Context: an optimization exercise on an open-source flow, tuned for small area, a short achievable clock period and few clock cycles per item. The choices shown serve that exercise and are no tape-out recipe.
RTL that was checked went through simulation tests only; none was proved equivalent to the original.

Design execute_stage, start of the top module:
module execute_stage #(
   parameter int GHSR_WIDTH = exec_pkg::GHSR_WIDTH_DEFAULT
) (
   input  logic                  clk,
   input  logic                  reset,
   input  logic [31:0]           data1,
   input  logic [31:0]           data2,
   input  logic [31:0]           pc,
   input  logic [31:0]           immediate_data,
   input  logic [15:0]           control_in,      
   input  logic [40:0]           branch_predict,  
   input  logic [1:0]            fwd_sel_rs1,     
   input  logic [1:0]            fwd_sel_rs2,
   input  logic [31:0]           fwd_data_ex_mem,
   input  logic [31:0]           fwd_data_mem_wb,
   output logic [15:0]           control_out,
   output logic [31:0]           rd_data,
   output logic [31:0]           branch_target_pc,
   output logic                  branch_flush,
   output logic [31:0]           memory_data,
   output logic [31:0]           memory_addr,
   output logic                  ex2if_branch_valid,
   output logic                  ex2if_branch_taken,
   output logic [31:0]           ex2if_branch_addr,
   output logic [31:0]           ex2if_branch_target_addr,
   output logic                  ex2if_branch_update_ghsr,
   output logic [GHSR_WIDTH-1:0] ex2if_ghsr_restore,
   output logic                  muldiv_ready
);
   exec_pkg::control_type        ctrl;
   exec_pkg::branch_predict_type bp;
   logic [31:0] rs1;
   logic [31:0] rs2;
   logic [31:0] right;
   logic [31:0] sum;
   logic [31:0] other_result;
   logic [31:0] xor_bits;
   logic        lt_signed;
   logic        lt_unsigned;
   logic [31:0] muldiv_result;
   assign ctrl = control_in;
   assign bp   = branch_predict;
   operand_select operand_select_i (
      .data1           (data1),
  ...
Size: ~4900 cells after synthesis, about 480 I/O pins, roughly 30000 sq um of cells after synthesis.
==> module mul_div, before the edit <==
module mul_div (
   input  logic        clk,
   input  logic        reset,
   input  logic        is_mul,
   input  logic [3:0]  alu_op,
   input  logic [31:0] a,
   input  logic [31:0] b,
   output logic [31:0] muldiv_result,
   output logic        muldiv_ready
);
   logic        busy_q;
   logic        div_q;    
   logic [4:0]  cnt_q;
   logic [31:0] x_q;      
   logic [63:0] p_q;
   logic        is_div;
   logic        last;
   logic [5:0]  lz_a;
   logic [5:0]  lz_b;
   logic [2:0]  top_a;
   logic [2:0]  top_b;
   logic        swap;
   logic        b_zero;
   logic [31:0] align_value;
   logic [4:0]  align_amount;
   logic [31:0] b_aligned;
   logic [3:0]  digit;
   logic [35:0] row_acc;
   logic [35:0] row0;
   logic [36:0] low_sum;
   logic [27:0] hi_inc;
   logic [63:0] p_mul;
   logic        qbit;
   logic [31:0] rem_next;
   logic [31:0] quo_next;
   logic [63:0] p_step;
   function automatic logic [5:0] clz32(input logic [31:0] v);
      logic [5:0] n;
      n = 6'd32;
      for (int i = 0; i < 32; i++) if (v[i]) n = 6'(31 - i);
      clz32 = n;
   endfunction
   function automatic logic [2:0] top_digit(input logic [31:0] v);
      logic [2:0] t;
      t = 3'd0;
      for (int i = 1; i < 8; i++) if (v[4*i +: 4] != 4'd0) t = 3'(i);
      top_digit = t;
   endfunction
   assign is_div = alu_op[2] & (alu_op[1] | alu_op[0]);  
   assign last   = (cnt_q == 5'd0);
   assign lz_a   = clz32(a);
   assign lz_b   = clz32(b);
   assign b_zero = (b == 32'd0);
   assign top_a  = top_digit(a);
   assign top_b  = top_digit(b);
   assign swap   = top_a < top_b;
   assign align_value  = (!is_div && swap) ? a : b;
   assign align_amount = is_div ? ((!b_zero && lz_b >= lz_a) ? 5'(lz_b - lz_a) : 5'd0)
                                : {~(swap ? top_a : top_b), 2'b00};
   assign b_aligned    = align_value << align_amount;
   assign digit   = div_q ? 4'b0001 : p_q[63:60];
   assign row_acc = div_q ? {4'b0000, p_q[63:32]} : {p_q[31:0], 4'b0000};
   assign row0    = {{4{div_q}}, (x_q & {32{digit[0]}}) ^ {32{div_q}}};
   assign low_sum = {1'b0, row_acc} + {1'b0, row0}
                  + {4'b0, x_q & {32{digit[1]}}, 1'b0}
                  + {3'b0, x_q & {32{digit[2]}}, 2'b0}
                  + {2'b0, x_q & {32{digit[3]}}, 3'b0}
                  + {36'd0, div_q};
   assign hi_inc  = p_q[59:32] + 28'd1;
   assign p_mul   = {low_sum[36] ? hi_inc : p_q[59:32], low_sum[35:0]};
   assign qbit     = low_sum[36];
   assign rem_next = qbit ? low_sum[31:0] : p_q[63:32];
   assign p_step   = div_q ? {rem_next, quo_next} : p_mul;
   assign quo_next = {p_q[30:0], qbit};
   always_ff @(posedge clk) begin
      if (reset) begin
         busy_q <= 1'b0;
      end else begin
         busy_q <= is_mul & ~(busy_q & last);
      end
   end
   always_ff @(posedge clk) begin
      if (!busy_q) begin
         div_q <= is_div;
         if (is_div) begin
            cnt_q <= align_amount;
            x_q   <= b_aligned;
            p_q   <= {a, {32{b_zero}}};
         end else begin
            cnt_q <= {2'b00, swap ? top_a : top_b};
            x_q   <= swap ? b : a;
            p_q   <= {b_aligned, 32'd0};
         end
      end else begin
         cnt_q <= cnt_q - 5'd1;
         p_q   <= p_step;
         if (div_q) x_q <= {1'b0, x_q[31:1]};
      end
   end
   assign muldiv_result = alu_op[0] ? p_step[31:0] : p_step[63:32];
   assign muldiv_ready = busy_q & last;
endmodule
clock: 10.0 ns
lec_check: 0
abc_area: 1
cap_margin: 20
core_margin: 2
core_utilization: 40
setup_slack_margin: 1.5
slew_margin: 20
standard.sh (not shown) runs the stock make flow with config.mk's settings and CLKGATE_MAP_FILE= SYNTH_SCRIPT=/design/flow/synth_recipe.tcl, a recipe that flattens the netlist after the stock synthesis.
==> flow/flow/run.sh <==
#!/bin/bash
# Standard layout, with plain buffers on the ports instead of the delay cells buffer_ports picks
set -euo pipefail
export BUFFER_PORTS_ARGS="-buffer_cell sky130_fd_sc_hd__buf_1"
bash standard.sh > standard.log 2>&1
Rerun with:
--- a/flow/design.v
+++ b/flow/design.v
@@ -208,9 +208,7 @@
    logic        last;
    logic [5:0]  lz_a;
    logic [5:0]  lz_b;
-   logic [2:0]  top_a;
    logic [2:0]  top_b;
-   logic        swap;
    logic        b_zero;
    logic [31:0] align_value;
    logic [4:0]  align_amount;
@@ -242,12 +240,10 @@
    assign lz_a   = clz32(a);
    assign lz_b   = clz32(b);
    assign b_zero = (b == 32'd0);
-   assign top_a  = top_digit(a);
    assign top_b  = top_digit(b);
-   assign swap   = top_a < top_b;
-   assign align_value  = (!is_div && swap) ? a : b;
+   assign align_value  = b;
    assign align_amount = is_div ? ((!b_zero && lz_b >= lz_a) ? 5'(lz_b - lz_a) : 5'd0)
-                                : {~(swap ? top_a : top_b), 2'b00};
+                                : {~top_b, 2'b00};
    assign b_aligned    = align_value << align_amount;
    assign digit   = div_q ? 4'b0001 : p_q[63:60];
    assign row_acc = div_q ? {4'b0000, p_q[63:32]} : {p_q[31:0], 4'b0000};
@@ -278,8 +274,8 @@
             x_q   <= b_aligned;
             p_q   <= {a, {32{b_zero}}};
          end else begin
-            cnt_q <= {2'b00, swap ? top_a : top_b};
-            x_q   <= swap ? b : a;
+            cnt_q <= {2'b00, top_b};
+            x_q   <= a;
             p_q   <= {b_aligned, 32'd0};
          end
       end else begin
=> The new run finished with timing, DRC and antenna clean; setup slack gets worse by 0.015 ns; synthesized area shrinks by 3.7%; cell area shrinks by 5.5%; flip-flop and latch count is unchanged; critical path depth shrinks by 9; maximum frequency stays flat.
Testbench counts after the change, summed over its fixed seeds: cycles 35,945, instrs 24,164.
Only the layout flow was run in the first run of this note; the RTL was not checked for function there.

[what the ideal ports hide]
No port has a modelled driver above. Below, the same layouts with a new extraction and two added sets of constraints.
Step 1 (the two cells are an assumption about what drives the block):
set clk [get_ports {clk}]
set_driving_cell -lib_cell sky130_fd_sc_hd__clkbuf_16 $clk
set_driving_cell -lib_cell sky130_fd_sc_hd__buf_2 [delete_from_list [all_inputs] $clk]
Step 2 also shifts input and output timing later by t, the mid clock arrival at the registers, as if the neighbouring blocks saw the same clock.
Slacks: no drivers / after step 1 / after step 2; pairs: no drivers / after step 1.
| run | t (ns) | slack for setup (ns) | hold slack, ns | latest minus earliest clock arrival (ns) |
|---|---|---|---|---|
| the first run | 0.414 | 1.560 / 1.511 / 1.389 | 0.486 / 0.486 / 0.486 | 0.009 / 0.009 |
| the second run | 0.414 | 1.545 / 1.522 / 1.463 | 0.456 / 0.456 / 0.456 | 0.006 / 0.006 |
After both steps every run listed still meets setup and hold. The setup slack of the first run, which loses most, moves by -0.049 ns with the drivers and by -0.171 ns with both steps.
